Source: an optimization exercise on an open RTL-to-GDS flow (aim: small area, a short achievable clock period and few clock cycles). Production flows keep margins and buffers that such runs may drop. The RTL was checked by simulation tests, not by an equivalence proof against the original design. Power and IR drop assume default switching activity.

`flow/config.mk`:
```
export PLATFORM = sky130hd
export DESIGN_NAME = buffer_recycle_pool_with_aging
export DESIGN_NICKNAME = buffer_recycle_pool_with_aging
export VERILOG_FILES = /design/flow/design.v
export SDC_FILE = /design/flow/constraint.sdc
export NUM_CORES = 8
export LEC_CHECK = 0
export CAP_MARGIN = 20
export CORE_MARGIN = 2
export CORE_UTILIZATION = 40
export CTS_CLUSTER_DIAMETER = 70
export CTS_CLUSTER_SIZE = 25
export PLACE_DENSITY = 0.45
export SLEW_MARGIN = 30
export TNS_END_PERCENT = 100
```
`flow/constraint.sdc`:
```
create_clock -name core_clock -period 10.0 [get_ports {clk}]
set_input_delay 2.0000 -clock core_clock [delete_from_list [all_inputs] [get_ports {clk}]]
set_output_delay 2.0000 -clock core_clock [all_outputs]
set_load 0.01 [all_outputs]
```
`flow/design.v`:
```
`timescale 1ns / 1ps
`default_nettype none
module brp_ram #(
  parameter int WIDTH = 8,
  parameter int DEPTH = 32,
  parameter int AW    = $clog2(DEPTH)
) (
  input  wire logic             clk,
  input  wire logic             we,
  input  wire logic [AW-1:0]    waddr,
  input  wire logic [WIDTH-1:0] wdata,
  input  wire logic             re,
  input  wire logic [AW-1:0]    raddr,
  output logic      [WIDTH-1:0] rdata
);
  logic [WIDTH-1:0] mem [DEPTH];
  always_ff @(posedge clk) begin
    if (we) begin
      mem[waddr] <= wdata;
    end
  end
  always_ff @(posedge clk) begin
    if (re) begin
      rdata <= mem[raddr];
    end
  end
endmodule
`default_nettype wire
`timescale 1ns / 1ps
`default_nettype none
module buffer_recycle_pool_with_aging (
  input  wire logic                         clk,
  input  wire logic                         rst,
  input  wire logic                         in_valid,
  output logic                              in_stall,
  input  wire logic [1:0]                   operation,
  input  wire logic [15:0]                  vertex_count,
  input  wire logic [7:0]                   vertex_size,
  input  wire logic [31:0]                  handle,
  output logic                              out_valid,
  input  wire logic                         out_stall,
  output logic [3:0]                        status,
  output logic [31:0]                       out_handle,
  output logic [23:0]                       buffer_size,
  output logic [23:0]                       copy_bytes,
  output logic                              last,
  input  wire logic                         psel,
  input  wire logic                         penable,
  input  wire logic                         pwrite,
  input  wire logic [2:0]                   paddr,
  input  wire logic [31:0]                  pwdata,
  output logic [31:0]                       prdata,
  output logic                              pready
);
  localparam int FD    = 32;
  localparam int UD    = 64;
  localparam int TAG_W = 12;
  localparam logic [23:0] RESERVE_RESET   = 24'd258944;
  localparam logic [7:0]  AGE_LIMIT_RESET = 8'd3;
  localparam logic [1:0] OP_ALLOC   = 2'd0;
  localparam logic [1:0] OP_RELEASE = 2'd1;
  localparam logic [1:0] OP_TICK    = 2'd2;
  localparam logic [1:0] OP_FLUSH   = 2'd3;
  localparam logic [3:0] ST_REUSED  = 4'd0;
  localparam logic [3:0] ST_NEW     = 4'd1;
  localparam logic [3:0] ST_FAILED  = 4'd2;
  localparam logic [3:0] ST_FULL    = 4'd3;
  localparam logic [3:0] ST_POOLED  = 4'd4;
  localparam logic [3:0] ST_PASS    = 4'd5;
  localparam logic [3:0] ST_AGED    = 4'd6;
  localparam logic [3:0] ST_FLUSHED = 4'd7;
  localparam logic [3:0] ST_NOTHING = 4'd8;
  localparam logic [1:0] PH_A = 2'd0;
  localparam logic [1:0] PH_B = 2'd1;
  localparam logic [1:0] PH_R = 2'd2;
  localparam logic [1:0] PH_S = 2'd3;
  logic [23:0] reserve_size;
  logic [7:0]  age_limit;
  assign pready = 1'b1;
  assign prdata = paddr[2] ? {24'd0, age_limit} : {8'd0, reserve_size};
  always_ff @(posedge clk) begin
    if (rst) begin
      reserve_size <= RESERVE_RESET;
      age_limit    <= AGE_LIMIT_RESET;
    end else if (psel && penable && pwrite) begin
      if (paddr[2]) age_limit <= pwdata[7:0];
      else          reserve_size <= pwdata[23:0];
    end
  end
  logic        s0_v, s1_v, d_v;
  logic [1:0]  s0_op, s1_op, d_op;
  logic [31:0] s0_h, s1_h, d_h;
  logic [23:0] s0_ps, s0_pc;    
  logic [23:0] s1_b, d_b;
  logic [23:0] d_req;         
  logic [23:0] req;           
  logic        d_fast;
  logic [1:0]  ph;
  logic        rt1;           
  logic        rt2;           
  logic        d_take, s1_take, s0_take, in_acc;
  assign in_stall = s0_v;
  assign in_acc   = in_valid && !s0_v;
  assign s1_take  = !s1_v;
  assign s0_take  = s0_v && s1_take;
  always_ff @(posedge clk) begin
    if (rst) begin
      s0_v <= 1'b0;
      s1_v <= 1'b0;
    end else begin
      if (in_acc)       s0_v <= 1'b1;
      else if (s0_take) s0_v <= 1'b0;
      if (s1_take)      s1_v <= s0_v;
      else if (d_take)  s1_v <= 1'b0;
    end
  end
  logic [7:0][23:0] pp;
  logic [23:0] cs1s, cs1c, cs2s, cs2c, cs3s, cs3c, cs4s, cs4c, cs5s, cs5c, cs6s, cs6c;
  logic [23:0] in_bytes;       
  always_comb begin
    for (int k = 0; k < 8; k++)
      pp[k] = vertex_size[k] ? (24'(vertex_count) << k) : 24'd0;
    cs1s = pp[0] ^ pp[1] ^ pp[2];
    cs1c = ((pp[0] & pp[1]) | (pp[0] & pp[2]) | (pp[1] & pp[2])) << 1;
    cs2s = pp[3] ^ pp[4] ^ pp[5];
    cs2c = ((pp[3] & pp[4]) | (pp[3] & pp[5]) | (pp[4] & pp[5])) << 1;
    cs3s = cs1s ^ cs1c ^ cs2s;
    cs3c = ((cs1s & cs1c) | (cs1s & cs2s) | (cs1c & cs2s)) << 1;
    cs4s = cs2c ^ pp[6] ^ pp[7];
    cs4c = ((cs2c & pp[6]) | (cs2c & pp[7]) | (pp[6] & pp[7])) << 1;
    cs5s = cs3s ^ cs3c ^ cs4s;
    cs5c = ((cs3s & cs3c) | (cs3s & cs4s) | (cs3c & cs4s)) << 1;
    cs6s = cs5s ^ cs5c ^ cs4c;
    cs6c = ((cs5s & cs5c) | (cs5s & cs4c) | (cs5c & cs4c)) << 1;
  end
  assign in_bytes = s0_ps + s0_pc;
  always_ff @(posedge clk) begin
    if (in_acc) begin
      s0_op  <= operation;
      s0_h   <= handle;
      s0_ps  <= cs6s;
      s0_pc  <= cs6c;
    end
    if (s0_take) begin
      s1_op <= s0_op;
      s1_h  <= s0_h;
      s1_b  <= in_bytes;
    end
  end
  logic [23:0] s1_hb;       
  logic [24:0] s1_p;        
  logic        s1_lownz;    
  logic [24:0] rsv_sfx;     
  logic        s1_ple;
  logic [23:0] s1_req;
  logic        s1_fast;
  logic [23:0] s1_gem;
  always_comb begin
    logic seen;
    seen = 1'b0;
    for (int j = 23; j >= 0; j--) begin
      s1_hb[j] = s1_b[j] && !seen;
      seen = seen || s1_b[j];
    end
    s1_lownz = |(s1_b & ~s1_hb);
    if (s1_b == 24'd0)   s1_p = 25'd1;
    else if (s1_lownz)   s1_p = {s1_hb, 1'b0};
    else                 s1_p = {1'b0, s1_hb};
    rsv_sfx[24] = 1'b0;
    for (int j = 23; j >= 0; j--) rsv_sfx[j] = rsv_sfx[j+1] || reserve_size[j];
    s1_ple  = |(s1_p & rsv_sfx);
    s1_req  = s1_ple ? s1_p[23:0] : s1_b;
    s1_fast = s1_ple || (!s1_lownz && s1_b != 24'd0);
    s1_gem[0] = s1_req[0];
    for (int j = 1; j < 24; j++) s1_gem[j] = s1_gem[j-1] || s1_req[j];
  end
  logic [FD-1:0][31:0] fh;
  logic [FD-1:0][23:0] fs;
  logic [FD-1:0][7:0]  fa;
  logic [FD-1:0]       fp2;     
  logic [5:0]          fcnt;    
  logic [FD-1:0]       fv;      
  logic [UD-1:0][31:0] uh;
  logic [UD-1:0][23:0] us;
  logic [UD-1:0]       up2;     
  logic [6:0]          ucnt;    
  logic [UD-1:0]       uv;
  logic [UD-1:0] p_oh;          
  logic          found;         
  logic          more;          
  logic [31:0]   l_h;           
  logic [23:0]   l_s;
  logic [7:0]    l_a;
  logic          l_p2;
  logic [FD-1:0] f_last_oh, f_app_oh;
  logic [UD-1:0] u_last_oh, u_app_oh;
  always_comb begin
    for (int i = 0; i < FD; i++) begin
      fv[i]        = (6'(i) < fcnt);
      f_last_oh[i] = (fcnt == 6'(i + 1));
      f_app_oh[i]  = (fcnt == 6'(i));
    end
    for (int i = 0; i < UD; i++) begin
      uv[i]        = (7'(i) < ucnt);
      u_last_oh[i] = (ucnt == 7'(i + 1));
      u_app_oh[i]  = (ucnt == 7'(i));
    end
  end
  assign req = d_fast ? (d_req & ~(d_req << 1)) : d_req;
  logic [7:0] age_t;           
  logic [FD-1:0] fit_fast, aged;
  logic [UD-1:0] um, u_skip;
  always_comb begin
    for (int i = 0; i < FD; i++) begin
      fit_fast[i] = fv[i] && (|(fs[i] & d_req)) && !(|(fs[i] & (d_req << 3)))
                    && (!(|(fs[i] & (d_req << 2))) || fp2[i]);
      aged[i]     = fv[i] && (fa[i] >= age_t) && (age_limit != 8'hff);
    end
    u_skip[UD-1] = p_oh[UD-1];
    for (int i = UD-2; i >= 0; i--) u_skip[i] = u_skip[i+1] || p_oh[i];
    for (int i = 0; i < UD; i++)
      um[i] = uv[i] && !(rt2 && p_oh[i]) && (uh[i][TAG_W-1:0] == d_h[TAG_W-1:0]);
  end
  logic [UD-1:0] cand, c_oh;
  logic          c_any, c_more;
  always_comb begin
    logic seen, two;
    case (d_op)
      OP_ALLOC:   cand = {{(UD-FD){1'b0}}, fit_fast};
      OP_RELEASE: cand = um;
      default:    cand = {{(UD-FD){1'b0}}, aged};
    endcase
    seen = 1'b0;
    for (int i = 0; i < UD; i++) begin
      c_oh[i] = cand[i] && !seen;
      seen = seen || cand[i];
    end
    c_any  = seen;
    seen = 1'b0;
    two  = 1'b0;
    for (int i = 0; i < FD; i++) begin
      two  = two || (aged[i] && seen);
      seen = seen || aged[i];
    end
    c_more = two;
  end
  logic [FD-1:0] fsel;
  logic [UD-1:0] usel;
  logic [31:0]   fr_h, ur_h;
  logic [23:0]   fr_s, ur_s;
  logic [7:0]    fr_a;
  logic          fr_p2, ur_p2;
  always_comb begin
    fsel = p_oh[FD-1:0];
    usel = p_oh;
    fr_h = '0; fr_s = '0; fr_a = '0; fr_p2 = 1'b0;
    for (int i = 0; i < FD; i++) begin
      fr_p2 = fr_p2 | (fp2[i] & fsel[i]);
      fr_h = fr_h | (fh[i] & {32{fsel[i]}});
      fr_s = fr_s | (fs[i] & {24{fsel[i]}});
      fr_a = fr_a | (fa[i] & {8{fsel[i]}});
    end
    ur_h = '0; ur_s = '0; ur_p2 = 1'b0;
    for (int i = 0; i < UD; i++) begin
      ur_p2 = ur_p2 | (up2[i] & usel[i]);
      ur_h = ur_h | (uh[i] & {32{usel[i]}});
      ur_s = ur_s | (us[i] & {24{usel[i]}});
    end
  end
  logic fit_slow, u_ok;
  assign fit_slow = (d_req <= d_b) && ({2'b00, d_b} <= {d_req, 2'b00});
  assign u_ok     = (ur_h[31:TAG_W] == d_h[31:TAG_W]);
  logic go;
  assign go = (d_op == OP_FLUSH) ? (!out_valid || !out_stall) : !out_valid;
  logic ph_a, ph_b, ph_r, ph_s, is_alloc, is_rel, is_tick, is_flush;
  assign ph_a     = (ph == PH_A);
  assign ph_b     = (ph == PH_B);
  assign ph_r     = (ph == PH_R);
  assign ph_s     = (ph == PH_S);
  assign is_alloc = (d_op == OP_ALLOC);
  assign is_rel   = (d_op == OP_RELEASE);
  assign is_tick  = (d_op == OP_TICK);
  assign is_flush = (d_op == OP_FLUSH);
  logic act, act_w;
  assign act   = d_v && (!ph_b || go);
  assign act_w = d_v && (!ph_b || !out_valid);
  logic u_full, f_full, new_ok;
  logic wf_move, wf_app, wu_move, wu_app, f_inc;
  assign u_full  = ucnt[6];
  assign f_full  = fcnt[5];
  assign new_ok  = (d_h != 32'd0);
  assign wf_move = ph_b && found && ((is_alloc && !u_full) || is_tick);
  assign wf_app  = ph_b && is_rel;
  assign wu_move = (ph_b && is_rel && found) || (ph_a && is_rel && rt1);
  assign wu_app  = ph_b && is_alloc && !u_full && (found || new_ok);
  assign f_inc   = ph_a && is_tick;
  logic hit;
  assign hit = found && u_ok;
  logic          emit, done, wlast;
  logic [3:0]    w_st;
  logic [31:0]   w_h;
  logic [23:0]   w_s, w_c;
  always_comb begin
    w_st = ST_NOTHING; w_h = '0; w_s = '0; w_c = '0;
    emit = 1'b1; done = 1'b1; wlast = 1'b1;
    case (d_op)
      OP_ALLOC: begin
        if (u_full) begin
          w_st = ST_FULL; w_h = d_h; w_s = req;
        end else if (found) begin
          w_st = ST_REUSED; w_h = fr_h; w_s = fr_s; w_c = d_fast ? d_b : d_req;
        end else if (!new_ok) begin
          w_st = ST_FAILED; w_s = req;
        end else begin
          w_st = ST_NEW; w_h = d_h; w_s = req; w_c = d_fast ? d_b : d_req;
        end
      end
      OP_RELEASE: begin
        w_h = d_h;
        w_st = (hit && !f_full) ? ST_POOLED : ST_PASS;
        w_s = hit ? ur_s : 24'd0;
        emit = !found || u_ok;
        done = emit;
      end
      default: begin
        if (found) begin
          w_st = is_tick ? ST_AGED : ST_FLUSHED; w_h = fr_h; w_s = fr_s;
          wlast = !more;
          done = !more;
        end
      end
    endcase
  end
  logic [1:0]    ph_next;
  logic [UD-1:0] p_next;
  logic          found_next, more_next, rt1_next, rt2_next;
  always_comb begin
    ph_next = ph;
    p_next = c_oh;
    found_next = c_any;
    more_next = c_more;
    rt1_next = 1'b0;
    rt2_next = 1'b0;
    case (ph)
      PH_A: begin
        ph_next = PH_B;
        if (rt1) begin
          ph_next = PH_A;
          p_next = u_skip;
          rt2_next = 1'b1;
        end
        if (is_alloc && !d_fast) begin
          p_next = {{(UD-1){1'b0}}, 1'b1};
          found_next = fv[0];
          if (!u_full && fv[0]) ph_next = PH_S;
        end
        if (is_flush) begin
          p_next = {{(UD-1){1'b0}}, 1'b1};
          found_next = fv[0];
          more_next = fv[1];
        end
      end
      PH_R: begin
        ph_next = PH_B;
        if (is_alloc) begin
          p_next = p_oh;
          found_next = 1'b1;
          if (!fit_slow) begin
            if (|(p_oh[FD-1:0] & f_last_oh)) begin
              found_next = 1'b0;
            end else begin
              p_next = {p_oh[UD-2:0], 1'b0};
              ph_next = PH_S;
            end
          end
        end
      end
      PH_S: begin
        p_next = p_oh;
        found_next = found;
        ph_next = PH_R;
      end
      default: begin
        p_next = p_oh;
        found_next = found;
        more_next = more;
        ph_next = PH_A;
        if (is_rel && found && !u_ok) begin
          rt1_next = 1'b1;
        end
        if (is_tick && found && more) begin
          ph_next = PH_R;
          p_next = {{(UD-FD){1'b0}}, f_last_oh >> 1};   
        end
        if (is_flush && found && more) begin
          ph_next = PH_B;
          p_next = {p_oh[UD-2:0], 1'b0};
          more_next = |(fv & {p_oh[FD-3:0], 2'b00});
        end
      end
    endcase
  end
  assign d_take = !d_v || (ph_b && go && done);
  logic [FD-1:0] f_last_nx0, f_last_nx1;
  logic [UD-1:0] u_last_nx0, u_last_nx1, p_load0, p_load1;
  logic [5:0]    fcnt_nx;
  always_comb begin
    f_last_nx0 = f_last_oh;
    u_last_nx0 = u_last_oh;
    fcnt_nx = fcnt;
    if (act && ph_b) begin
      if (is_flush && !more)  f_last_nx0 = '0;
      else if (wf_move)       f_last_nx0 = f_last_oh >> 1;
      if (wu_app)             u_last_nx0 = u_app_oh;
      if (is_flush && !more)  fcnt_nx = '0;
      else if (wf_move)       fcnt_nx = fcnt - 6'd1;
      else if (is_rel && found && !f_full) fcnt_nx = fcnt + 6'd1;
    end
    f_last_nx1 = f_full ? f_last_oh : f_app_oh;
    u_last_nx1 = u_last_oh >> 1;
    if (s1_op == OP_RELEASE) begin
      p_load0 = u_last_nx0;
      p_load1 = u_last_nx1;
    end else if (s1_op == OP_FLUSH) begin
      p_load0 = {{(UD-1){1'b0}}, 1'b1};
      p_load1 = {{(UD-1){1'b0}}, 1'b1};
    end else begin
      p_load0 = {{(UD-FD){1'b0}}, f_last_nx0};
      p_load1 = {{(UD-FD){1'b0}}, f_last_nx1};
    end
  end
  logic [31:0] fw_h, uw_h;
  logic [23:0] fw_s, uw_s;
  logic        uw_p2;
  logic [7:0]  fw_a;
  logic        fw_p2;
  always_comb begin
    if (is_rel) begin
      fw_h = d_h; fw_s = ur_s; fw_a = 8'd0; fw_p2 = ur_p2;
      uw_h = l_h; uw_s = l_s; uw_p2 = l_p2;
    end else begin
      fw_h = l_h; fw_s = l_s; fw_a = l_a; fw_p2 = l_p2;
      uw_h = found ? fr_h : d_h;
      uw_s = found ? fr_s : req;
      uw_p2 = found ? fr_p2 : d_fast;
    end
  end
  for (genvar i = 0; i < FD; i++) begin : g_f
    logic we;
    assign we = act_w && ((wf_move && p_oh[i]) || (wf_app && f_app_oh[i]));
    always_ff @(posedge clk) begin
      if (we) begin
        fh[i]  <= fw_h;
        fs[i]  <= fw_s;
        fa[i]  <= fw_a;
        fp2[i] <= fw_p2;
      end else if (act_w && f_inc && fa[i] != 8'hff) begin
        fa[i] <= fa[i] + 8'd1;
      end
    end
  end
  for (genvar i = 0; i < UD; i++) begin : g_u
    logic we;
    assign we = act_w && ((wu_move && p_oh[i]) || (wu_app && u_app_oh[i]));
    always_ff @(posedge clk) begin
      if (we) begin
        uh[i] <= uw_h;
        us[i] <= uw_s;
        up2[i] <= uw_p2;
      end
    end
  end
  always_ff @(posedge clk) begin
    if (rst) begin
      fcnt <= '0;
      ucnt <= '0;
      d_v <= 1'b0;
      ph <= PH_A;
      out_valid <= 1'b0;
    end else begin
      if (act) begin
        if (ph_b) begin
          if (is_flush) begin
            if (!more) fcnt <= '0;
          end else if (wf_move) begin
            fcnt <= fcnt - 6'd1;
          end else if (is_rel && hit && !f_full) begin
            fcnt <= fcnt + 6'd1;
          end
          if (is_rel) begin
            if (hit) ucnt <= ucnt - 7'd1;
          end else if (wu_app) begin
            ucnt <= ucnt + 7'd1;
          end
        end
      end
      if (d_take)   ph <= (s1_op == OP_FLUSH) ? PH_B : PH_A;
      else if (act) ph <= ph_next;
      if (d_take) d_v <= s1_v;
      if (act && ph_b && emit)          out_valid <= 1'b1;
      else if (out_valid && !out_stall) out_valid <= 1'b0;
    end
  end
  always_ff @(posedge clk) begin
    if (d_take) begin
      d_op    <= s1_op;
      d_h     <= s1_h;
      d_b     <= s1_b;
    end else if (act && ph_s) begin
      d_b     <= fr_s;
    end
    if (d_take) begin
      d_req   <= s1_fast ? s1_gem : s1_req;
      d_fast  <= s1_fast;
      rt1     <= 1'b0;
      rt2     <= 1'b0;
    end else if (act) begin
      rt1     <= rt1_next;
      rt2     <= rt2_next;
    end
    if (act && ph_b && is_rel && found) begin
      if (u_ok) p_oh <= p_load1;      
    end else if (d_take) begin
      p_oh <= p_load0;
    end else if (act) begin
      p_oh <= p_next;
    end
    if (d_take) begin
      found <= (fcnt_nx != 6'd0);
      more  <= (fcnt_nx > 6'd1);
    end else if (act) begin
      found <= found_next;
      more  <= more_next;
    end
    age_t <= (d_v && (act ? ph_next : ph) == PH_R) ? age_limit + 8'd1 : age_limit;
    if (act && ((ph_a && !rt2) || (ph_r && !is_alloc) || (ph_b && is_rel))) begin
      if (is_rel) begin
        l_h <= ur_h; l_s <= ur_s; l_a <= 8'd0; l_p2 <= ur_p2;
      end else begin
        l_h <= fr_h; l_s <= fr_s; l_p2 <= fr_p2;
        l_a <= (f_inc && fr_a != 8'hff) ? fr_a + 8'd1 : fr_a;
      end
    end
    if (act && ph_b) begin
      status      <= w_st;
      out_handle  <= w_h;
      buffer_size <= w_s;
      copy_bytes  <= w_c;
      last        <= wlast;
    end
  end
endmodule
`default_nettype wire
```
`flow/flow/run.sh`:
```
#!/bin/bash
set -e
export BUFFER_PORTS_ARGS="-buffer_cell sky130_fd_sc_hd__buf_4"
export CTS_ARGS="-sink_clustering_enable -repair_clock_nets -sink_clustering_size 25 -sink_clustering_max_diameter 70 -dont_use_dummy_load"
export SETUP_SLACK_MARGIN=5.4
bash standard.sh > standard.log 2>&1
```
`flow/standard.sh`:
```
#!/bin/bash
# synth_recipe.tcl (not shown) runs the flow's synth.tcl, then flattens the netlist and writes it again
# the make line also repeats each setting of config.mk as NAME=value (left out here)
make -C /OpenROAD-flow-scripts/flow DESIGN_CONFIG=/design/flow/config.mk WORK_HOME=/design/flow/orfs CLKGATE_MAP_FILE= SYNTH_SCRIPT=/design/flow/synth_recipe.tcl "${@:-finish}"
```
==> results of run 1 <==
==> where the power goes <==
part	leakage, uW	switching [uW]	internal, uW
combinational	0.0400	7580	2560
sequential	0.0563	195	29600
clock	0.00582	9330	8240
total	0.102	17100	40400
==> metal layers <==
| metal | up-vias | GRT usage | routed length, um |
|---|---|---|---|
| met5 | - | 0 | 510 |
| met4 | 76 | 0.289 | 136000 |
| met3 | 4983 | 0.174 | 246000 |
| met2 | 21157 | 0.663 | 689000 |
| met1 | 116835 | 0.628 | 628000 |
| li1 | 79266 | - | - |
==> path summary, 6_finish.rpt <==
check	startpoint	endpoint	slack (ps)	depth (start not counted)
worst max register to register	d_h[9]	p_oh[56]	4670	17
worst max-delay path	d_h[9]	p_oh[56]	4670	17
worst min register to register	s0_h[3]	s1_h[3]	410	0
worst min-delay path	s0_h[3]	s1_h[3]	410	0
==> metrics by stage <==
step,utilization,std cells,cell area (um^2),hold WS [ps]
5_1_grt,0.465,28934,316000,404
2_1_floorplan,-,19131,273000,400
4_1_cts,0.460,28809,313000,406
6_report,0.465,29032,316000,406
3_3_place_gp,0.428,27911,291000,400
3_5_place_dp,0.430,27933,292000,405
==> area by class of cell <==
type	count	area (um^2)
Sequential cell	6222	186000
Multi-Input combinational cell	11257	87200
Fill cell	59908	363000
Antenna cell	107	268
Timing Repair Buffer	1722	18600
Tap cell	8997	11300
Clock buffer	472	11800
Inverter	255	1030
==> sequential cells by signal (all words and copies together), names as in the netlist, 64 cells and up <==
signal,cells
up2,64
fs,768
uh,2048
us,1536
p_oh,64
fa,256
fh,1024
==> critical path: stages, from the launching register on <==
cell      delay (ps)
edfxtp_1         410
buf_12           180
buf_4            180
xnor2_1          440
nand4_1          500
nor4_4           420
nand4_1          890
a21oi_4          610
a211oi_1         160
nand2_2          200
nor4b_4           70
buf_6            160
buf_6            130
buf_6            110
nand3_4          180
buf_6            150
o21ai_1           70
a21o_1           200
==> cell usage in the layout, fill, tap and decap left out, types with 468 or more instances in the layout <==
cell and instances:
buf_4 1115, nand4_1 651, a21oi_1 500, nand2_1 777, a22oi_1 2191, xnor2_1 468, xor2_1 497, nand3_1 504
clkbuf_16 478, edfxtp_1 6161, a221oi_1 867, nor2_1 661, a22o_1 907
==> cells by family (layout without fill, tap and decap cells) <==
family / Yosys count / in the layout / synth area share
buf+inv: 1673 / 2449 / 0.0235
compound gates: 5761 / 5772 / 0.159
simple gates: 3867 / 3877 / 0.0720
mux: 119 / 119 / 0.00465
fa+ha+maj: 471 / 471 / 0.0240
flops: 6222 / 6222 / 0.684
other cells: 2 / 116 / 0.0000276
xor+xnor: 1009 / 1009 / 0.0325
==> timing repair <==
| action | CTS | global route |
|---|---|---|
| pin swaps | 180 | 182 |
| endpoints found under the setup margin | 9092 | 2590 |
| hold endpoints to repair | 0 | 0 |
| buffers inserted | 342 | 86 |
| gates cloned | 62 | 8 |
| resized for setup | 957 | 434 |
==> impl_metrics.json, run 1 <==
{
  "final_hold_viol_count": 0,
  "vias": 222317,
  "yosysSeqAreaShare": 0.684,
  "drc": 0,
  "antenna_found_initial": 191,
  "gp_congestion": 1.09,
  "drtIter0Drc": 47383,
  "nets": 20497,
  "fin_skew_ps": 156,
  "drive_above_1_share": 0.162,
  "ys.flop_type": "edfxtp_1",
  "area_delta_synth_final_pct": 16.2,
  "end_kind": "flip-flop",
  "cts_buffer_depth": 4,
  "required_ps": 10880,
  "cp-start-kind": "flip-flop",
  "overflow": 0,
  "cts_made_buffers": 472,
  "critPathKind": "flip-flop to flip-flop",
  "power_density_nw_per_um2": 182,
  "grt_pass1_vias": 195218,
  "worst_slew_pin_slew_ps": 1260,
  "die_w_um": 829,
  "ioPinCount": 220,
  "yosys.area.top_type": "edfxtp_1",
  "synth_common_cells": "edfxtp_1, a22oi_1, clkbuf_1, a221oi_1, a22o_1",
  "fin_crit_sh": 0.533,
  "port_buffers": 200,
  "slew_headroom": 0.160,
  "ys_seq_elements": 6222,
  "cts_sinks": 6222,
  "grt_usage": 0.475,
  "dieArea_um2": 687000,
  "synth.avg_cell_area_um2": 14.2,
  "place_hpwl_um": 1050000,
  "ys_types": 97,
  "critical_path_arrival_ps": 6210,
  "fmax_mhz": 188,
  "power.leakage_uw": 0.102,
  "preCtsSetupSlack_ps": 2610,
  "setup_viol": 0,
  "cts_htree_levels": 5,
  "grt_start_max_net_pins": 75,
  "syn_inst": 19124,
  "clk_pin_slew_ps": 90,
  "rsz0062_at_grt": "yes",
  "netlist_area_um2": 272000,
  "synthArstFlopShare": 0,
  "placementRows": 303,
  "die-height_um": 829,
  "core_area_um2": 680000,
  "synth.most_common_cell": "edfxtp_1",
  "tritoncts": "done",
  "synth_area_leaders": "edfxtp_1, a22oi_1, a221oi_1",
  "fin_tns_setup_ps": 0,
  "routed_wl_um": 1700000,
  "outcome": "finished clean",
  "synth_top_cell_area_share": 0.679,
  "drv_cap": 0,
  "worstPathMaxFanout": 6,
  "fin_total_pwr_uw": 57500,
  "ys_warn_count": 1,
  "worst_slack_ps": 4670,
  "start_util": 0.401,
  "clk-insertion-delay-late_ps": 1190,
  "holdBufCountCts": 0,
  "antenna_left": 0,
  "min_path_type": "flip-flop to flip-flop",
  "cts-root-buf": "clkbuf_16",
  "wl_per_cell_um": 58.5,
  "synth-edff-count": 6161,
  "grt_pass1_wl_um": 2140000,
  "peakVddDrop_uv": 157,
  "first_pass_iters": 8,
  "finalCriticalPeriod_ps": 5330,
  "via_per_inst": 7.66,
  "drv_slew": 0
}
Testbench counts, summed over its fixed seeds: cycles 6,568.
==> run 2, diff against run 1 <==
==> flow/flow/run.sh (replaced) <==
#!/bin/bash
set -e
export BUFFER_PORTS_ARGS="-buffer_cell sky130_fd_sc_hd__buf_4"
export CTS_ARGS="-sink_clustering_enable -repair_clock_nets -sink_clustering_size 25 -sink_clustering_max_diameter 70 -dont_use_dummy_load"
export SETUP_SLACK_MARGIN=5.4
bash standard.sh cts > standard_cts.log 2>&1
export SETUP_SLACK_MARGIN=5.7
bash standard.sh > standard.log 2>&1
--- a/flow/config.mk
+++ b/flow/config.mk
@@ -11,5 +11,5 @@
 export CTS_CLUSTER_DIAMETER = 70
 export CTS_CLUSTER_SIZE = 25
 export PLACE_DENSITY = 0.45
-export SLEW_MARGIN = 30
+export SLEW_MARGIN = 20
 export TNS_END_PERCENT = 100
==> run 2 against run 1 <==
Compared with the run above:
- final cell count grew 0.30%
- highest routed layer unchanged
- core utilization grew 0.22 points
- total power grew 0.28%
- routed wire length grew 0.81%
- worst setup slack gained 110 ps
- count of clock-buffer cells in the layout shrank 1
- synthesized area is the same
- fmax grew 2.0%
==> impl_metrics.json, run 2 <==
{
  "regToRegSetupSlack_ps": 4780,
  "die-height_um": 829,
  "nets": 20559,
  "layout_commonest_cell": "edfxtp_1",
  "start_util": 0.401,
  "synthArstFlopShare": 0,
  "cts_htree_levels": 5,
  "largest_reg_flops": 2048,
  "ys_warn_count": 1,
  "outcome": "finished clean",
  "final_hold_viol_count": 0,
  "reg2reg_from": "p_oh[55]",
  "area_delta_synth_final_pct": 16.7,
  "antenna_found_initial": 204,
  "cts_made_buffers": 471,
  "syn_inst": 19124,
  "synth_top_family_by_area": "compound AO/OA/AOI/OAI gates",
  "rsz0062_at_grt": "yes",
  "end_kind": "flip-flop",
  "core_area_um2": 680000,
  "synth_top_cell_area_share": 0.679,
  "antenna_left": 0,
  "synth-adder-area-share": 0.0240,
  "worst_slew_pin_slew_ps": 1450,
  "synth_mux_area_frac": 0.00465,
  "synth_common_cells": "edfxtp_1, a22oi_1, clkbuf_1, a221oi_1, a22o_1",
  "min_path_type": "flip-flop to flip-flop",
  "synth_area_leaders": "edfxtp_1, a22oi_1, a221oi_1",
  "holdBufCountCts": 0,
  "synth.avg_cell_area_um2": 14.2,
  "cts_sinks": 6222,
  "ys_types": 97,
  "largest_register": "uh",
  "via_per_inst": 7.67,
  "hold_path_startpoint": "s1_h[29]",
  "yosysSeqAreaShare": 0.684,
  "worstHoldEndpoint": "d_h[29]",
  "cp-start-kind": "flip-flop",
  "drv_slew": 0,
  "dieArea_um2": 687000,
  "placementRows": 303,
  "place_hpwl_um": 1050000,
  "preCtsSetupSlack_ps": 2180,
  "drive_above_1_share": 0.166,
  "clk-insertion-delay-late_ps": 1180,
  "r2r_cells": 19,
  "netlist_area_um2": 272000,
  "hold-path-cell-count": 0,
  "reg_top3": "uh: 2048 flops, us: 1536 flops, fh: 1024 flops",
  "slew_headroom": 0.0310,
  "cts_buffer_depth": 4,
  "yosys.area.top_type": "edfxtp_1",
  "grt_pass1_vias": 195412,
  "overflow": 0,
  "tritoncts": "done",
  "fin_skew_ps": 171,
  "power_density_nw_per_um2": 181,
  "synth-edff-count": 6161,
  "drv_cap": 0,
  "synthXorXnorAreaFrac": 0.0325,
  "final_cell_mix": "edfxtp_1, a22oi_1, buf_4, a22o_1, a221oi_1",
  "first_pass_iters": 8,
  "peakVddDrop_uv": 155,
  "critical_path_arrival_ps": 6050,
  "die_w_um": 829,
  "fin_crit_sh": 0.522,
  "setup_viol": 0,
  "worstPathMaxFanout": 40,
  "ys.flop_type": "edfxtp_1",
  "power.leakage_uw": 0.103,
  "ioPinCount": 220,
  "synth_compound_area_frac": 0.159,
  "port_buffers": 200,
  "synth.most_common_cell": "edfxtp_1",
  "drc": 0,
  "ys_seq_elements": 6222,
  "holdWs_ps": 410,
  "timing.rr.end": "d_h[10]",
  "grt_start_max_net_pins": 75,
  "grt_usage": 0.474,
  "gp_congestion": 1.09,
  "synthSimpleGateAreaFrac": 0.0720,
  "fmax_mhz": 192,
  "drtIter0Drc": 47154,
  "critPathKind": "flip-flop to flip-flop",
  "finalCriticalPeriod_ps": 5220,
  "required_ps": 10830,
  "clk_pin_slew_ps": 80,
  "routed_wl_um": 1710000,
  "worst_slack_ps": 4780,
  "cts-root-buf": "clkbuf_16",
  "fin_tns_setup_ps": 0,
  "wl_per_cell_um": 58.8,
  "grt_pass1_wl_um": 2130000,
  "vias": 223421
}
run 2: routing by layer:
metal / up-vias / share of wire / global-route usage
met4: 92 / 0.082 / 0.290
met2: 21457 / 0.40 / 0.663
met3: 5108 / 0.15 / 0.175
met5: - / 0.00072 / 0.00558
li1: 79452 / - / -
met1: 117312 / 0.37 / 0.624
run 2: report_power, final:
part | switching, uW | total (uW) | internal, uW | leakage, uW
registers | 200 | 29800 | 29600 | 0.0563
clock network | 9300 | 17500 | 8230 | 0.00580
logic | 7680 | 10300 | 2670 | 0.0405
total | 17200 | 57700 | 40500 | 0.103
run 2: how the worst max path moves through the flow:
stage | from | to | slack, ps | cells past startpoint
2_1_floorplan | d_op[1] | uh[1000] | 4460 | 11
3_3_place_gp | ucnt[6] | p_oh[62] | 2180 | 13
3_5_place_dp | ucnt[6] | p_oh[62] | 2180 | 13
4_1_cts | p_oh[63] | p_oh[3] | 4920 | 15
5_1_grt | p_oh[20] | p_oh[63] | 4840 | 19
6_report | p_oh[55] | d_h[10] | 4780 | 19
run 2: metrics by stage:
stage           util  area, um^2  power, uW  instances
2_1_floorplan      -      273000      34200      19131
3_3_place_gp   0.428      291000      38900      27911
3_5_place_dp   0.429      291000      38900      27919
4_1_cts        0.459      312000      56500      28787
5_1_grt        0.467      318000      58300      29007
6_report       0.468      318000      57700      29118
run 2: cells by family after synthesis:
family                   count (synthesis)
AO/OA/AOI/OAI                         5761
flip-flops                            6222
adder cells (fa/ha/maj)                471
multiplexers                           119
XOR/XNOR                              1009
other                                    2
buffers and inverters                 1673
AND/OR/NAND/NOR                       3867
run 2: worst max-delay path, cell delays in order (launching register included):
cell and delay (ps):
edfxtp_1 510, buf_12 270, a22o_1 330, a221oi_1 260, nand4_1 240, or4_4 600, xor2_4 190, nor4_4 510
nand3_4 130, buf_12 180, nor2_4 280, nor2_4 100, o21ai_4 180, buf_12 150, buf_4 110, buf_6 100
buf_16 110, buf_6 110, buf_16 170, clkbuf_16 190
run 2: what timing repair did:
action	4_1_cts	5_1_grt
resized for setup	957	719
pin swaps	160	186
endpoints found under the setup margin	9306	8146
setup buffers	336	149
gates cloned	61	42
run 2: layout make-up:
class                           instances  area, um^2
Fill cell                           59779      362000
Antenna cell                          131         328
Tap cell                             8997       11300
Multi-Input combinational cell      11267       87400
Timing Repair Buffer                 1775       19800
Clock buffer                          471       11800
Sequential cell                      6222      186000
Inverter                              255        1040
==> run 3, diff against run 2 <==
==> flow/flow/run.sh (replaced) <==
#!/bin/bash
set -e
export BUFFER_PORTS_ARGS="-buffer_cell sky130_fd_sc_hd__buf_4"
export CTS_ARGS="-sink_clustering_enable -repair_clock_nets -sink_clustering_size 25 -sink_clustering_max_diameter 70 -dont_use_dummy_load"
export SETUP_SLACK_MARGIN=5.2
bash standard.sh > standard.log 2>&1
--- a/flow/config.mk
+++ b/flow/config.mk
@@ -11,5 +11,5 @@
 export CTS_CLUSTER_DIAMETER = 70
 export CTS_CLUSTER_SIZE = 25
 export PLACE_DENSITY = 0.45
-export SLEW_MARGIN = 20
+export SLEW_MARGIN = 25
 export TNS_END_PERCENT = 100
==> run 3 against run 2 <==
Compared with the run above:
- largest cell class unchanged
- combinational power shrank 5%
- sequential cell count is the same
- largest power group unchanged
- first-iteration DRC count grew 1.4%
- clock skew shrank 22 ps
- count of clock-buffer cells in the layout grew 8
- clock power is essentially flat
- worst setup slack gained 110 ps
- worst hold slack lost 3.1 ps
==> impl_metrics.json, run 3 <==
{
  "drtIter0Drc": 47803,
  "min_path_type": "flip-flop to flip-flop",
  "largest_register": "uh",
  "synth_mux_area_frac": 0.00465,
  "nets": 20329,
  "route.met2.wl_um": 669000,
  "routed_wl_um": 1660000,
  "synthXorXnorAreaFrac": 0.0325,
  "antenna_found_initial": 211,
  "cts_sinks": 6222,
  "final_hold_viol_count": 0,
  "drc": 0,
  "place_hpwl_um": 1000000,
  "antenna_left": 0,
  "rsz0062_at_grt": "yes",
  "synth-adder-area-share": 0.0240,
  "final_cells": 28876,
  "ff_latch_area_um2": 186000,
  "ys_warn_count": 1,
  "peakVddDrop_uv": 173,
  "worst_slack_ps": 4890,
  "synth_top_family_by_area": "compound AO/OA/AOI/OAI gates",
  "hold_path_startpoint": "s1_h[10]",
  "required_ps": 10860,
  "ys.flop_type": "edfxtp_1",
  "cts-root-buf": "clkbuf_16",
  "slew_headroom": 0.0649,
  "dp.cells": 27857,
  "syn_inst": 19124,
  "placementRows": 303,
  "power.leakage_uw": 0.101,
  "synth_compound_area_frac": 0.159,
  "start_util": 0.401,
  "met3_length_um": 243000,
  "synth_common_cells": "edfxtp_1, a22oi_1, clkbuf_1, a221oi_1, a22o_1",
  "routed.top_layer": "met5",
  "timing.rr.end": "p_oh[45]",
  "final_cell_mix": "edfxtp_1, a22oi_1, buf_4, a22o_1, a221oi_1",
  "netlist_area_um2": 272000,
  "ys_seq_elements": 6222,
  "regToRegSetupSlack_ps": 4890,
  "multiInputGateArea_um2": 85200,
  "fmax_mhz": 196,
  "first_pass_iters": 13,
  "grt_start_max_net_pins": 81,
  "synth-edff-count": 6161,
  "critPathKind": "flip-flop to flip-flop",
  "holdWs_ps": 406,
  "area_delta_synth_final_pct": 14.9,
  "hold-path-cell-count": 0,
  "port_buffers": 200,
  "end_kind": "flip-flop",
  "layout_commonest_cell": "edfxtp_1",
  "num-fill-cells": 60205,
  "clk_pin_slew_ps": 80,
  "reg_top3": "uh: 2048 flops, us: 1536 flops, fh: 1024 flops",
  "finalCriticalPeriod_ps": 5110,
  "ioPinCount": 220,
  "vias": 221639,
  "drive_above_1_share": 0.145,
  "yosys.area.top_type": "edfxtp_1",
  "synth_top_cell_area_share": 0.679,
  "worstHoldEndpoint": "d_h[10]",
  "largest_reg_flops": 2048,
  "drv_cap": 0,
  "cts_made_buffers": 479,
  "core_area_um2": 680000,
  "r2r_cells": 16,
  "cp-start-kind": "flip-flop",
  "worstPathMaxFanout": 24,
  "fin_crit_sh": 0.511,
  "drv_slew": 0,
  "grt_pass1_wl_um": 2090000,
  "ys_types": 97,
  "power_density_nw_per_um2": 183,
  "gp_congestion": 1.10,
  "setup_viol": 0,
  "via_per_inst": 7.68,
  "synth.most_common_cell": "edfxtp_1",
  "preCtsSetupSlack_ps": 2810,
  "yosysSeqAreaShare": 0.684,
  "wl_per_cell_um": 57.3,
  "clk-insertion-delay-late_ps": 1200,
  "overflow": 0,
  "die-height_um": 829,
  "outcome": "finished clean",
  "reg2reg_from": "d_h[3]",
  "synthArstFlopShare": 0,
  "critical_path_arrival_ps": 5980,
  "worst_slew_pin_slew_ps": 1400,
  "synthSimpleGateAreaFrac": 0.0720,
  "dieArea_um2": 687000,
  "fin_tns_setup_ps": 0,
  "drt-met1-wl_um": 609000,
  "synth_area_leaders": "edfxtp_1, a22oi_1, a221oi_1",
  "grt_usage": 0.462,
  "fin_skew_ps": 149,
  "die_w_um": 829,
  "cts_buffer_depth": 4,
  "grt_pass1_vias": 193849,
  "cts_htree_levels": 5,
  "tritoncts": "done",
  "synth.avg_cell_area_um2": 14.2
}
==> run 3: cell counts after synthesis <==
No cell type changed its count.
==> run 3: logic make-up after synthesis <==
| family | Yosys count |
|---|---|
| AO/OA/AOI/OAI | 5761 |
| buffers and inverters | 1673 |
| AND/OR/NAND/NOR | 3867 |
| flip-flops | 6222 |
| adder cells (fa/ha/maj) | 471 |
| other | 2 |
| XOR/XNOR | 1009 |
| multiplexers | 119 |
==> run 3: metrics by stage <==
step | util | cell area, um^2 | total power [uW]
2_1_floorplan | - | 273000 | 34200
3_3_place_gp | 0.427 | 290000 | 38700
3_5_place_dp | 0.428 | 291000 | 38700
4_1_cts | 0.456 | 310000 | 56300
5_1_grt | 0.460 | 313000 | 57900
6_report | 0.460 | 313000 | 57300
==> run 3: critical path, cell delays in order, from the launching register on <==
cell	delay [ps]
edfxtp_1	400
buf_12	330
xnor2_1	170
nand4_1	400
nor4_2	530
nand4_1	790
o21ai_1	590
a31oi_4	120
nand2_2	160
nor4b_4	70
nand2_2	140
nor4b_1	70
buf_4	190
buf_4	170
nand3_4	170
o21ai_1	110
a221o_1	320
==> run 3: cell type report <==
cell class	instances	area share
sequential	6222	0.595
multi-input combinational	11246	0.272
timing repair buffer	1558	0.0540
clock buffer	479	0.0383
tap	8997	0.0360
inverter	255	0.00325
antenna	119	0.000952
==> run 3: worst max path at each step <==
stage                    end  cells after the start       from  slack (ps)
global placement    p_oh[44]                     15    ucnt[6]        2730
detailed placement   p_oh[9]                     14   p_oh[17]        2810
finish              p_oh[45]                     16     d_h[3]        4890
CTS                  p_oh[7]                     24   p_oh[18]        4970
global route         p_oh[3]                     14   p_oh[63]        4980
floorplan           p_oh[41]                      8  out_stall        4900
==> run 3: report_power, final <==
group	internal [uW]	switching, uW
Combinational	2400	7360
Clock	8360	9370
Sequential	29600	181
Total	40400	16900
==> run 3: what timing repair did <==
action / in CTS / in global routing
gates resized for setup: 692 / 269
hold buffers: 0 / 0
endpoints found under the setup margin: 6625 / 1375
cloned: 55 / 19
pin swaps: 136 / 91
buffers inserted: 253 / 83
==> run 3: routing by layer <==
metal,vias to the layer above,track usage
met3,5214,0.180
met4,94,0.284
li1,78915,-
met2,21375,0.643
met5,-,0.00530
met1,116041,0.605
==> run 4, diff against run 3 <==
==> flow/flow/run.sh (replaced) <==
#!/bin/bash
set -e
export BUFFER_PORTS_ARGS="-buffer_cell sky130_fd_sc_hd__buf_4"
export CTS_ARGS="-sink_clustering_enable -repair_clock_nets -sink_clustering_size 25 -sink_clustering_max_diameter 70 -dont_use_dummy_load"
export SETUP_SLACK_MARGIN=5.4
bash standard.sh > standard.log 2>&1
--- a/flow/config.mk
+++ b/flow/config.mk
@@ -7,9 +7,9 @@
 export LEC_CHECK = 0
 export CAP_MARGIN = 20
 export CORE_MARGIN = 2
-export CORE_UTILIZATION = 40
+export CORE_UTILIZATION = 45
 export CTS_CLUSTER_DIAMETER = 70
 export CTS_CLUSTER_SIZE = 25
-export PLACE_DENSITY = 0.45
-export SLEW_MARGIN = 25
+export PLACE_DENSITY = 0.5
+export SLEW_MARGIN = 30
 export TNS_END_PERCENT = 100
==> run 4 against run 3 <==
Compared with the run above:
- the layout now fails its checks (slew limit)
- largest power group unchanged
- sequential power is essentially flat
- sequential cell count is the same
- clock skew up 1.6 ps
- sequential share of layout area shrank 0.45 points
==> impl_metrics.json, run 4 <==
{
  "synth_top_cell_area_share": 0.679,
  "end_kind": "flip-flop",
  "use_met1": 0.656,
  "cts_sinks": 6222,
  "clk_pin_slew_ps": 80,
  "synthArstFlopShare": 0,
  "ioPinCount": 220,
  "vias": 225851,
  "fin_crit_sh": 0.517,
  "synth_common_cells": "edfxtp_1, a22oi_1, clkbuf_1, a221oi_1, a22o_1",
  "start_util": 0.452,
  "cts_htree_levels": 5,
  "cts-root-buf": "clkbuf_16",
  "worstPathMaxFanout": 58,
  "critical_path_arrival_ps": 5560,
  "path_buf_inv": 3,
  "cp.depth": 11,
  "reg_top3": "uh: 2048 flops, us: 1536 flops, fh: 1024 flops",
  "synth_area_leaders": "edfxtp_1, a22oi_1, a221oi_1",
  "syn_inst": 19124,
  "min_path_type": "flip-flop to flip-flop",
  "final_hold_viol_count": 0,
  "final_cell_mix": "edfxtp_1, a22oi_1, buf_4, a22o_1, a221oi_1",
  "grt_pass1_vias": 195425,
  "required_ps": 10390,
  "first_pass_iters": 14,
  "rsz0062_at_grt": "yes",
  "hold-path-cell-count": 0,
  "drtIter0Drc": 49284,
  "num-fill-cells": 50746,
  "routed_wl_um": 1630000,
  "grt_start_max_net_pins": 81,
  "antenna_found_initial": 178,
  "outcome": "finished with violations",
  "timing.rr.end": "uh[1091]",
  "worstPathCellList": "nor4_2 > nand2_1 > nor4_2 > buf_4 > nor2b_2 > or3_4 > nor2_4 > buf_4 > a22oi_1 > nor2_4 > buf_12",
  "crit_path_end": "uh[1091]",
  "cp_top_family": "simple AND/OR/NAND/NOR gates",
  "reg2reg_from": "d_h[29]",
  "grt_pass1_wl_um": 2050000,
  "grt_usage": 0.511,
  "netlist_area_um2": 272000,
  "yosys.area.top_type": "edfxtp_1",
  "drc": 0,
  "synth.avg_cell_area_um2": 14.2,
  "cp-start-kind": "flip-flop",
  "gp_congestion": 1.13,
  "cts_made_buffers": 455,
  "core_area_um2": 603000,
  "yosysSeqAreaShare": 0.684,
  "r2r_cells": 11,
  "synth-edff-count": 6161,
  "area_delta_synth_final_pct": 15.8,
  "place_hpwl_um": 985000,
  "nets": 20571,
  "die_w_um": 782,
  "ys.flop_type": "edfxtp_1",
  "antenna_left": 0,
  "finalCriticalPeriod_ps": 5170,
  "synth.most_common_cell": "edfxtp_1",
  "crit_start": "d_h[29]",
  "die-height_um": 782,
  "ff_latch_area_um2": 186000,
  "power_density_nw_per_um2": 181,
  "largest_register": "uh",
  "multiInputGateArea_um2": 86400,
  "largest_reg_flops": 2048,
  "ys_types": 97,
  "ys_warn_count": 1,
  "tritoncts": "done",
  "ys_seq_elements": 6222,
  "peakVddDrop_uv": 187,
  "wl_per_cell_um": 57.8,
  "slew_headroom": -0.164,
  "critPathKind": "flip-flop to flip-flop",
  "fmax_mhz": 193,
  "overflow": 0,
  "power.leakage_uw": 0.102,
  "max_stage_delay_ps": 620,
  "grt.busiest_layer": "met2",
  "so.violations": "slew limit",
  "drv_slew": 30,
  "placementRows": 285,
  "setup_viol": 0,
  "regToRegSetupSlack_ps": 4830,
  "fin_tns_setup_ps": 0,
  "cts_buffer_depth": 4,
  "worst_slew_pin_slew_ps": 1750,
  "use_met3": 0.232,
  "fin_skew_ps": 151,
  "cp_slowest_cell": "edfxtp_1",
  "fin_util": 0.523,
  "dieArea_um2": 611000,
  "drive_above_1_share": 0.163,
  "layout_commonest_cell": "edfxtp_1",
  "port_buffers": 200,
  "grt.met2_usage": 0.691,
  "via_per_inst": 8.01,
  "drv_cap": 0,
  "clk-insertion-delay-late_ps": 1180
}
## run 4: cell counts after synthesis
No cell type changed its count.
## run 4: through the flow
step	setup WS, ps	hold slack, ps	area (um^2)	cells	total power [uW]
global route	5020	411	315000	28056	57400
detailed placement	2460	405	291000	26978	38700
floorplan	4460	400	273000	19131	34200
CTS	5170	372	311000	27865	55700
finish	4830	375	315000	28197	56900
global placement	1930	402	290000	26939	38600
## run 4: worst min path at each step
stage,start,to,slack (ps)
2_1_floorplan,s1_h[0],d_h[0],400
3_3_place_gp,s0_h[7],s1_h[7],400
3_5_place_dp,s0_h[16],s1_h[16],400
4_1_cts,s0_h[14],s1_h[14],370
5_1_grt,s0_h[14],s1_h[14],410
6_report,s0_h[14],s1_h[14],370
## run 4: kinds of logic after synthesis
logic type / count (synthesis) / synth area share
buffers and inverters: 1673 / 0.0235
AOI/OAI and AO/OA: 5761 / 0.159
DFF: 6222 / 0.684
and+or+nand+nor: 3867 / 0.0720
xor gates and xnor gates: 1009 / 0.0325
adders and majority gates: 471 / 0.0240
muxes: 119 / 0.00465
other: 2 / 0.0000276
## run 4: per-layer routing
metal / wire length [um] / vias to the layer above
met5: 1920 / -
met4: 146000 / 104
met3: 271000 / 6183
met2: 641000 / 24169
met1: 569000 / 116003
li1: - / 79392
## run 4: layout make-up
| cell class | count | area share |
|---|---|---|
| inverter | 255 | 0.00319 |
| timing repair buffer | 1822 | 0.0627 |
| clock buffer | 455 | 0.0361 |
| sequential | 6222 | 0.591 |
| tap | 8036 | 0.0319 |
| antenna | 159 | 0.00126 |
| multi-input combinational | 11248 | 0.274 |
## run 4: repair_timing
item	in CTS	in global routing
setup endpoints to repair	7817	1797
pin swaps	162	125
setup buffers	375	118
resized for setup	851	427
hold buffers	0	0
gates cloned	57	31
## run 4: power breakdown
group	leakage, uW	internal, uW	switching (uW)	total, uW
logic	0.0404	2600	7470	10100
clock network	0.00561	7960	9140	17100
registers	0.0563	29600	187	29800
==> run 5, diff against run 4 <==
==> flow/flow/run.sh (replaced) <==
#!/bin/bash
set -e
export BUFFER_PORTS_ARGS="-buffer_cell sky130_fd_sc_hd__buf_4"
export CTS_ARGS="-sink_clustering_enable -repair_clock_nets -sink_clustering_size 16 -sink_clustering_max_diameter 60 -dont_use_dummy_load -sink_clustering_buffer sky130_fd_sc_hd__clkbuf_8"
export SETUP_SLACK_MARGIN=5.4
bash standard.sh > standard.log 2>&1
--- a/flow/config.mk
+++ b/flow/config.mk
@@ -7,9 +7,9 @@
 export LEC_CHECK = 0
 export CAP_MARGIN = 20
 export CORE_MARGIN = 2
-export CORE_UTILIZATION = 45
-export CTS_CLUSTER_DIAMETER = 70
-export CTS_CLUSTER_SIZE = 25
-export PLACE_DENSITY = 0.5
-export SLEW_MARGIN = 30
+export CORE_UTILIZATION = 40
+export CTS_CLUSTER_DIAMETER = 60
+export CTS_CLUSTER_SIZE = 16
+export PLACE_DENSITY = 0.45
+export SLEW_MARGIN = 20
 export TNS_END_PERCENT = 100
==> run 5 against run 4 <==
Compared with the run above:
- fails the layout checks on capacitance limit, slew limit
- global-route usage fell by 3.5 points
- routed wire length increased by 5.2%
- register-to-register slack improved by 30 ps
- non-clock buffer count is 22 lower
- synthesized cell count stayed put
- total power shrank 2.9%
- cell area decreased by 0.23%
- largest power group unchanged
==> impl_metrics.json, run 5 <==
{
  "outcome": "finished with violations",
  "so.violations": "capacitance limit, slew limit",
  "peakVddDrop_uv": 208,
  "synthArstFlopShare": 0,
  "layout_commonest_cell": "edfxtp_1",
  "num-fill-cells": 60295,
  "grt_usage": 0.476,
  "min_path_type": "flip-flop to flip-flop",
  "timing.rr.end": "p_oh[30]",
  "cts_made_buffers": 600,
  "largest_register": "uh",
  "worst_slew_pin_slew_ps": 1550,
  "synth.avg_cell_area_um2": 14.2,
  "critPathKind": "flip-flop to flip-flop",
  "fin_tns_setup_ps": 0,
  "holdWs_ps": 422,
  "synth_mux_area_frac": 0.00465,
  "gp_congestion": 1.09,
  "p_comb_frac": 0.187,
  "first_pass_iters": 10,
  "fin_crit_sh": 0.514,
  "worstPathCellList": "buf_6 > xnor2_1 > nand4_1 > a2111oi_4 > o2111ai_4 > o41ai_4 > a31oi_2 > buf_6 > nand2_2 > nor4b_4 > nand2_2 > or4b_4 > or3_4 > nand4b_1 > a31oi_2",
  "power.internal_uw": 38200,
  "synth_top_cell_area_share": 0.679,
  "dieArea_um2": 687000,
  "drv_slew": 2,
  "power_density_nw_per_um2": 176,
  "ys_warn_count": 1,
  "antenna_found_initial": 206,
  "rsz0062_at_grt": "yes",
  "reg2reg_from": "d_h[11]",
  "core_area_um2": 680000,
  "start_util": 0.401,
  "drtIter0Drc": 46834,
  "synth-edff-count": 6161,
  "r2r_cells": 15,
  "critical_path_arrival_ps": 6080,
  "area_delta_synth_final_pct": 15.5,
  "slew_headroom": -0.0441,
  "synth_common_cells": "edfxtp_1, a22oi_1, clkbuf_1, a221oi_1, a22o_1",
  "nets": 20699,
  "holdBufCountCts": 0,
  "drv_cap": 1,
  "synth_top_family_by_area": "compound AO/OA/AOI/OAI gates",
  "ys.flop_type": "edfxtp_1",
  "end_kind": "flip-flop",
  "port_buffers": 200,
  "synthXorXnorAreaFrac": 0.0325,
  "syn_inst": 19124,
  "fmax_mhz": 194,
  "die-height_um": 829,
  "hold-path-cell-count": 0,
  "drc": 0,
  "die_w_um": 829,
  "netlist_area_um2": 272000,
  "preCtsSetupSlack_ps": 2180,
  "power.leakage_uw": 0.102,
  "reg_top3": "uh: 2048 flops, us: 1536 flops, fh: 1024 flops",
  "fin_skew_ps": 116,
  "overflow": 0,
  "seq_power_share": 0.539,
  "wl_per_cell_um": 58.6,
  "clock_power_share": 0.275,
  "switching_share": 0.309,
  "worst_slack_ps": 4860,
  "worstPathMaxFanout": 12,
  "cts-root-buf": "clkbuf_16",
  "antenna_left": 0,
  "synth_compound_area_frac": 0.159,
  "required_ps": 10940,
  "synth-adder-area-share": 0.0240,
  "cts_htree_levels": 6,
  "cts_buffer_depth": 4,
  "ys_types": 97,
  "synth.most_common_cell": "edfxtp_1",
  "hold_path_startpoint": "s0_ps[2]",
  "synthSimpleGateAreaFrac": 0.0720,
  "max_stage_delay_ps": 690,
  "grt_start_max_net_pins": 75,
  "place_hpwl_um": 1050000,
  "finalCriticalPeriod_ps": 5140,
  "routed_wl_um": 1710000,
  "final_cell_mix": "edfxtp_1, a22oi_1, buf_4, a22o_1, a221oi_1",
  "yosys.area.top_type": "edfxtp_1",
  "ys_seq_elements": 6222,
  "regToRegSetupSlack_ps": 4860,
  "tritoncts": "done",
  "vias": 223933,
  "setup_viol": 0,
  "placementRows": 303,
  "clk-insertion-delay-late_ps": 1180,
  "largest_reg_flops": 2048,
  "final_hold_viol_count": 0,
  "cts_sinks": 6222,
  "p_sw_uw": 17100,
  "grt_pass1_vias": 196337,
  "worstHoldEndpoint": "s1_b[2]",
  "cp-start-kind": "flip-flop",
  "ioPinCount": 220,
  "yosysSeqAreaShare": 0.684,
  "grt_pass1_wl_um": 2140000,
  "synth_area_leaders": "edfxtp_1, a22oi_1, a221oi_1",
  "drive_above_1_share": 0.169,
  "via_per_inst": 7.66,
  "fin_util": 0.463,
  "clk_pin_slew_ps": 100,
  "cp_slowest_cell": "nand4_1"
}
run 5: cell counts after synthesis:
Identical to the previous run, type by type.
run 5: stage by stage:
step           instance area, um^2  power [uW]  cells
2_1_floorplan               273000       34200  19131
3_3_place_gp                291000       38900  27911
3_5_place_dp                291000       38900  27919
4_1_cts                     310000       54200  28944
5_1_grt                     314000       55900  29148
6_report                    315000       55300  29245
run 5: worst max-delay path by stage:
stage,from,end,depth (start not counted)
6_report,d_h[11],p_oh[30],15
5_1_grt,d_h[11],p_oh[30],15
4_1_cts,p_oh[47],p_oh[20],20
3_5_place_dp,ucnt[6],p_oh[62],13
3_3_place_gp,ucnt[6],p_oh[62],13
2_1_floorplan,d_op[1],uh[1000],11
run 5: power by group through the flow:
stage / registers (uW) / clock network (uW) / logic [uW]
floorplan: 30300 / 0 / 3950
global placement: 30500 / 0 / 8430
detailed placement: 30500 / 0 / 8440
CTS: 29800 / 15100 / 9290
global route: 29800 / 16000 / 10200
finish: 29800 / 15200 / 10300
run 5: final cells by class:
class,count,area [um^2],share of cell area
well taps,8997,11300,0.0358
repair buffers,1800,19800,0.0631
flip-flops and latches,6222,186000,0.592
diodes,118,295,0.000939
multi-input cells,11253,86800,0.276
clock buffers,600,9030,0.0287
inverters,255,1040,0.00332
run 5: kinds of logic (layout without fill, tap and decap cells):
family | count (synthesis) | count (layout)
DFF | 6222 | 6222
AOI/OAI and AO/OA | 5761 | 5771
and+or+nand+nor | 3867 | 3874
buffers and inverters | 1673 | 2655
xor gates and xnor gates | 1009 | 1009
adders and majority gates | 471 | 471
muxes | 119 | 119
other | 2 | 127
run 5: layer usage:
layer	share of wire	global-route usage	wire [um]
met1	0.37	0.628	634000
met2	0.40	0.665	694000
met3	0.14	0.176	247000
met4	0.080	0.294	138000
met5	0.00066	0.00193	1130
run 5: worst max-delay path, delay by kind of cell (launching register included):
| family | cells | cell delay [ps] |
|---|---|---|
| AO/OA/AOI/OAI | 5 | 1240 |
| XOR/XNOR | 1 | 150 |
| buffers and inverters | 2 | 420 |
| flip-flops | 1 | 480 |
| AND/OR/NAND/NOR | 7 | 2540 |
run 5: repair_timing:
action | CTS | global route
pin swaps | 181 | 160
setup endpoints to repair | 9416 | 2618
resized for setup | 1024 | 449
cloned | 66 | 22
setup buffers | 359 | 152

[what the ideal ports hide]
No port has a modelled driver above. Below, the same layouts with a new extraction and two added sets of constraints. Step 1 sets driving cells, clkbuf_16 on the clock port and buf_2 on the other inputs (assumed; they add their load-dependent delay and slew). Step 2, shift: input delay + t, output delay - t, t = (earliest + latest rising clock arrival at the registers) / 2. This alone moves slack from input paths to output paths. Three values: no drivers, after step 1, after step 2; two values: the first two.
| run | t, ns | setup WS [ns] | latest minus earliest clock arrival (ns) |
|---|---|---|---|
| run 1 | 1.260 | 4.674 / 4.674 / 4.294 | 0.156 / 0.156 |
| run 2 | 1.248 | 4.780 / 4.780 / 4.177 | 0.171 / 0.171 |
| run 3 | 1.269 | 4.886 / 4.886 / 4.475 | 0.166 / 0.166 |
| run 4 | 1.235 | 4.829 / 4.829 / 4.622 | 0.174 / 0.174 |
| run 5 | 1.265 | 4.858 / 4.858 / 4.417 | 0.130 / 0.130 |
For run 2, which loses most, drivers alone change the setup slack by 0.000 ns; drivers and shift together by -0.603 ns.
